This design comes from an exercise in tuning for small area, a short achievable clock period and few clock cycles per item on the open sky130 flow, not from production work. No activity file was given, so power comes from the tool's default toggle rates.

## run 1
==> module cache_mem_arbiter, before the edit <==
module cache_mem_arbiter #(
  parameter int LINE_ADDR_LEN = cache_pkg::LINE_ADDR_LEN_DEF,
  parameter int ADDR_W        = 32
) (
  input  logic                           clk,
  input  logic                           rst_n,
  input  logic                           i_req,
  input  logic                           i_we,
  input  logic [ADDR_W-1:0]              i_addr,
  input  logic [32*(1<<LINE_ADDR_LEN)-1:0] i_wline,
  output logic [32*(1<<LINE_ADDR_LEN)-1:0] i_rline,
  output logic                           i_done,
  input  logic                           d_req,
  input  logic                           d_we,
  input  logic [ADDR_W-1:0]              d_addr,
  input  logic [32*(1<<LINE_ADDR_LEN)-1:0] d_wline,
  output logic [32*(1<<LINE_ADDR_LEN)-1:0] d_rline,
  output logic                           d_done,
  output logic                           mem_req,
  output logic                           mem_we,
  output logic [ADDR_W-1:0]              mem_addr,
  output logic [31:0]                    mem_wdata,
  input  logic [31:0]                    mem_rdata,
  input  logic                           mem_ready,
  output logic [31:0]                    i_served_cnt,
  output logic [31:0]                    d_served_cnt
);
  localparam int                       LINE_WORDS = 1 << LINE_ADDR_LEN;
  localparam int                       WORD_SH    = $clog2(cache_pkg::WORD_BYTES);
  localparam int                       OFF_BITS   = LINE_ADDR_LEN + WORD_SH;
  localparam logic [LINE_ADDR_LEN-1:0] LAST_BEAT  = {LINE_ADDR_LEN{1'b1}};
  logic                      r_act;           
  cache_pkg::req_id_t        r_owner;         
  logic                      r_we;
  logic [LINE_ADDR_LEN-1:0]  r_beat;
  logic [ADDR_W-1:OFF_BITS]  r_line;          
  logic [31:0]               r_wdata;         
  logic                      r_nxt_valid;
  cache_pkg::req_id_t        r_nxt_id;
  logic                      r_i_busy, r_d_busy;    
  logic                      r_i_done, r_d_done;
  logic [32*LINE_WORDS-1:0]  r_i_rline, r_d_rline;
  logic [31:0]               r_i_served_cnt, r_d_served_cnt;
  logic [32*(LINE_WORDS-1)-1:0] r_buf;
  logic                      w_at_last, w_last, w_free, w_gnt;
  logic                      w_gnt_valid;
  cache_pkg::req_id_t        w_gnt_id, w_owner_n;
  logic                      w_i_pend, w_d_pend;
  logic [31:0]               w_word, w_next_word;
  logic [32*LINE_WORDS-1:0]  w_nxt_wline, w_own_wline;
  assign w_at_last = r_act & (r_beat == LAST_BEAT);
  assign w_last    = w_at_last & mem_ready;
  assign w_free    = ~r_act | (mem_ready & (r_beat == LAST_BEAT));
  assign w_gnt     = w_free & r_nxt_valid;
  assign w_owner_n = w_gnt ? r_nxt_id : r_owner;
  assign w_i_pend = i_req & ~r_i_busy & ~(w_gnt & (r_nxt_id == cache_pkg::REQ_I));
  assign w_d_pend = d_req & ~r_d_busy & ~(w_gnt & (r_nxt_id == cache_pkg::REQ_D));
  rr_arbiter2 u_rr (
    .req         ({w_d_pend, w_i_pend}),
    .last_grant  (w_owner_n),
    .grant_valid (w_gnt_valid),
    .grant_id    (w_gnt_id)
  );
  assign w_word      = r_we ? r_wdata : mem_rdata;
  assign w_nxt_wline = (r_nxt_id == cache_pkg::REQ_D) ? d_wline : i_wline;
  assign w_own_wline = (r_owner == cache_pkg::REQ_D) ? d_wline : i_wline;
  assign w_next_word = (~r_act | (r_beat == LAST_BEAT)) ? w_nxt_wline[31:0] :
                       w_own_wline[{r_beat + 1'b1, 5'd0} +: 32];
  always_ff @(posedge clk or negedge rst_n) begin
    if (!rst_n) begin
      r_act          <= 1'b0;
      r_owner        <= cache_pkg::REQ_I;
      r_beat         <= '0;
      r_nxt_valid    <= 1'b0;
      r_nxt_id       <= cache_pkg::REQ_I;
      r_i_busy       <= 1'b0;
      r_d_busy       <= 1'b0;
      r_i_done       <= 1'b0;
      r_d_done       <= 1'b0;
      r_i_rline      <= '0;
      r_d_rline      <= '0;
      r_i_served_cnt <= '0;
      r_d_served_cnt <= '0;
    end else begin
      r_act       <= w_gnt | (r_act & ~w_last);
      r_owner     <= w_owner_n;
      if (w_gnt)                      r_beat <= '0;
      else if (r_act & mem_ready)     r_beat <= r_beat + 1'b1;
      r_nxt_valid <= w_gnt_valid;
      r_nxt_id    <= w_gnt_id;
      r_i_busy    <= (r_i_busy & ~r_i_done) | (w_gnt & (r_nxt_id == cache_pkg::REQ_I));
      r_d_busy    <= (r_d_busy & ~r_d_done) | (w_gnt & (r_nxt_id == cache_pkg::REQ_D));
      r_i_done    <= w_last & (r_owner == cache_pkg::REQ_I);
      r_d_done    <= w_last & (r_owner == cache_pkg::REQ_D);
      if (w_last & (r_owner == cache_pkg::REQ_I)) r_i_rline <= {w_word, r_buf};
      if (w_last & (r_owner == cache_pkg::REQ_D)) r_d_rline <= {w_word, r_buf};
      r_i_served_cnt <= r_i_served_cnt + {31'd0, r_i_done};
      r_d_served_cnt <= r_d_served_cnt + {31'd0, r_d_done};
    end
  end
  always_ff @(posedge clk) begin
    r_we   <= (w_owner_n == cache_pkg::REQ_D) ? d_we : i_we;
    r_line <= (w_owner_n == cache_pkg::REQ_D) ? d_addr[ADDR_W-1:OFF_BITS] : i_addr[ADDR_W-1:OFF_BITS];
    if (~r_act | mem_ready)
      r_wdata <= w_next_word;
    for (int w = 0; w < LINE_WORDS - 1; w++)
      if (mem_ready && r_beat == LINE_ADDR_LEN'(w)) r_buf[32*w +: 32] <= w_word;
  end
  assign mem_req      = r_act;
  assign mem_we       = r_we;
  assign mem_addr     = {r_line, r_beat, {WORD_SH{1'b0}}};
  assign mem_wdata    = r_wdata;
  assign i_done       = r_i_done;
  assign d_done       = r_d_done;
  assign i_rline      = r_i_rline;
  assign d_rline      = r_d_rline;
  assign i_served_cnt = r_i_served_cnt;
  assign d_served_cnt = r_d_served_cnt;
endmodule
export LEC_CHECK = 0
export ABC_CLOCK_PERIOD_IN_PS = 2500
export CAP_MARGIN = 20
export CORE_AREA = 5 5 295 295
export DIE_AREA = 0 0 300 300
export SETUP_SLACK_MARGIN = 3.6
export SLEW_MARGIN = 20
create_clock -name core_clock -period 6.0 [get_ports {clk}]
standard.sh (not shown) runs the stock make flow with config.mk's settings and CLKGATE_MAP_FILE= SYNTH_SCRIPT=/design/flow/synth_recipe.tcl, a recipe that flattens the netlist after the stock synthesis.
==> flow/flow/run.sh <==
#!/bin/bash
# The standard layout (standard.sh), except that the port buffers that
# buffer_ports inserts are sky130_fd_sc_hd__buf_1 cells (the resizer still sizes
# them afterwards) instead of the delay cell it picks by default, and pins may
# sit on neighbouring routing tracks so that they fit on a smaller die.
set -euo pipefail
export BUFFER_PORTS_ARGS="-buffer_cell sky130_fd_sc_hd__buf_1"
export PLACE_PINS_ARGS="-min_distance 1 -min_distance_in_tracks"
bash standard.sh finish > standard_make.log 2>&1
The flow did not stop early for run 1: all stages ran, and the layout cleared the timing, design-rule and antenna checks.
Input-level comparison between run 2 and run 1:
-- flow/design.v --
<<< run 1, line 65
  cache_pkg::req_id_t        r_owner;         
  logic                      r_we;
  logic [LINE_ADDR_LEN-1:0]  r_beat;
  logic [ADDR_W-1:OFF_BITS]  r_line;          
  logic [31:0]               r_wdata;         
>>> run 2, line 65
  cache_pkg::req_id_t        r_owner;         
  logic                      r_we;
  logic [LINE_ADDR_LEN-1:0]  r_beat;          
  logic [LINE_WORDS-1:0]     r_slot;          
  logic [ADDR_W-1:OFF_BITS]  r_line;          
  logic [31:0]               r_wdata;         
<<< run 1, line 80
  logic                      w_i_pend, w_d_pend;
  logic [31:0]               w_word, w_next_word;
  logic [32*LINE_WORDS-1:0]  w_nxt_wline, w_own_wline;
  assign w_at_last = r_act & (r_beat == LAST_BEAT);
  assign w_last    = w_at_last & mem_ready;
  assign w_free    = ~r_act | (mem_ready & (r_beat == LAST_BEAT));
  assign w_gnt     = w_free & r_nxt_valid;
  assign w_owner_n = w_gnt ? r_nxt_id : r_owner;
>>> run 2, line 81
  logic                      w_i_pend, w_d_pend;
  logic [31:0]               w_word, w_next_word;
  logic [LINE_WORDS-1:0]     w_i_sel, w_d_sel;
  assign w_at_last = r_act & r_slot[LINE_WORDS-1];
  assign w_last    = w_at_last & mem_ready;
  assign w_free    = ~r_act | w_last;
  assign w_gnt     = w_free & r_nxt_valid;
  assign w_owner_n = w_gnt ? r_nxt_id : r_owner;
<<< run 1, line 94
    .grant_id    (w_gnt_id)
  );
  assign w_word      = r_we ? r_wdata : mem_rdata;
  assign w_nxt_wline = (r_nxt_id == cache_pkg::REQ_D) ? d_wline : i_wline;
  assign w_own_wline = (r_owner == cache_pkg::REQ_D) ? d_wline : i_wline;
  assign w_next_word = (~r_act | (r_beat == LAST_BEAT)) ? w_nxt_wline[31:0] :
                       w_own_wline[{r_beat + 1'b1, 5'd0} +: 32];
  always_ff @(posedge clk or negedge rst_n) begin
    if (!rst_n) begin
>>> run 2, line 95
    .grant_id    (w_gnt_id)
  );
  assign w_word = r_we ? r_wdata : mem_rdata;
  always_comb begin
    for (int w = 0; w < LINE_WORDS; w++) begin
      if (w == 0) begin
        w_i_sel[w] = (~r_act | r_slot[LINE_WORDS-1]) & (r_nxt_id == cache_pkg::REQ_I);
        w_d_sel[w] = (~r_act | r_slot[LINE_WORDS-1]) & (r_nxt_id == cache_pkg::REQ_D);
      end else begin
        w_i_sel[w] = r_act & r_slot[w-1] & (r_owner == cache_pkg::REQ_I);
        w_d_sel[w] = r_act & r_slot[w-1] & (r_owner == cache_pkg::REQ_D);
      end
    end
    w_next_word = '0;
    for (int w = 0; w < LINE_WORDS; w++)
      w_next_word = w_next_word | ({32{w_i_sel[w]}} & i_wline[32*w +: 32])
                                | ({32{w_d_sel[w]}} & d_wline[32*w +: 32]);
  end
  always_ff @(posedge clk or negedge rst_n) begin
    if (!rst_n) begin
<<< run 1, line 104
      r_owner        <= cache_pkg::REQ_I;
      r_beat         <= '0;
      r_nxt_valid    <= 1'b0;
      r_nxt_id       <= cache_pkg::REQ_I;
>>> run 2, line 116
      r_owner        <= cache_pkg::REQ_I;
      r_beat         <= '0;
      r_slot         <= '0;
      r_wdata        <= '0;
      r_nxt_valid    <= 1'b0;
      r_nxt_id       <= cache_pkg::REQ_I;
<<< run 1, line 117
      r_act       <= w_gnt | (r_act & ~w_last);
      r_owner     <= w_owner_n;
      if (w_gnt)                      r_beat <= '0;
      else if (r_act & mem_ready)     r_beat <= r_beat + 1'b1;
      r_nxt_valid <= w_gnt_valid;
      r_nxt_id    <= w_gnt_id;
>>> run 2, line 131
      r_act       <= w_gnt | (r_act & ~w_last);
      r_owner     <= w_owner_n;
      if (w_gnt) begin
        r_beat <= '0;
        r_slot <= {{(LINE_WORDS-1){1'b0}}, 1'b1};
      end else if (r_act & mem_ready) begin
        r_beat <= r_beat + 1'b1;
        r_slot <= {r_slot[LINE_WORDS-2:0], r_slot[LINE_WORDS-1]};
      end
      if (~r_act | mem_ready)
        r_wdata <= w_next_word;
      r_nxt_valid <= w_gnt_valid;
      r_nxt_id    <= w_gnt_id;
<<< run 1, line 134
    r_we   <= (w_owner_n == cache_pkg::REQ_D) ? d_we : i_we;
    r_line <= (w_owner_n == cache_pkg::REQ_D) ? d_addr[ADDR_W-1:OFF_BITS] : i_addr[ADDR_W-1:OFF_BITS];
    if (~r_act | mem_ready)
      r_wdata <= w_next_word;
    for (int w = 0; w < LINE_WORDS - 1; w++)
      if (mem_ready && r_beat == LINE_ADDR_LEN'(w)) r_buf[32*w +: 32] <= w_word;
  end
  assign mem_req      = r_act;
>>> run 2, line 155
    r_we   <= (w_owner_n == cache_pkg::REQ_D) ? d_we : i_we;
    r_line <= (w_owner_n == cache_pkg::REQ_D) ? d_addr[ADDR_W-1:OFF_BITS] : i_addr[ADDR_W-1:OFF_BITS];
    for (int w = 0; w < LINE_WORDS - 1; w++)
      if (mem_ready && r_slot[w]) r_buf[32*w +: 32] <= w_word;
  end
  assign mem_req      = r_act;
Notes after the runs:
Part of the power in combinational logic | run 2 above run 1. Run 2 against run 1: number of design rule violations left after detail routing flat; total power up 9300 uW; setup slack up 0.089 ns; all-layer global routing usage down 0.64 points. Between run 1 and run 2, the global-route wire length before repair figures differ only marginally. Lower wire length reported by the detailed router goes to run 2 over run 1.
Function was not checked in any run of this note: the RTL went through the layout flow alone.

what the ideal ports hide:
How much do the figures lean on ideal ports? The routed layouts below were timed once more, with nothing changed but the port constraints.
Step 1, drivers: a clkbuf_16 drives clk and a buf_2 each remaining input, both assumed.
Step 2 times the ports against the registers' clock, not the clock port: input delays grow and output delays shrink by t, the midpoint of the rising clock arrivals with the driver on.
Slacks: ideal / step 1 / step 2; pairs: ideal / step 1.
| run | shift t [ns] | setup slack, ns | latest minus earliest clock arrival (ns) | worst data-port slew with drivers (ns) | pins driven straight from the clock port |
|---|---|---|---|---|---|
| run 1 | 0.707 | 3.376 / 3.304 / 3.003 | 0.036 / 0.036 | 0.22 | 1 |
| run 2 | 0.704 | 3.465 / 3.396 / 2.940 | 0.029 / 0.029 | 0.23 | 1 |
After both steps setup and hold are still met in every run listed. For run 2, which loses most, drivers alone change the setup slack by -0.069 ns; drivers and shift together by -0.525 ns.
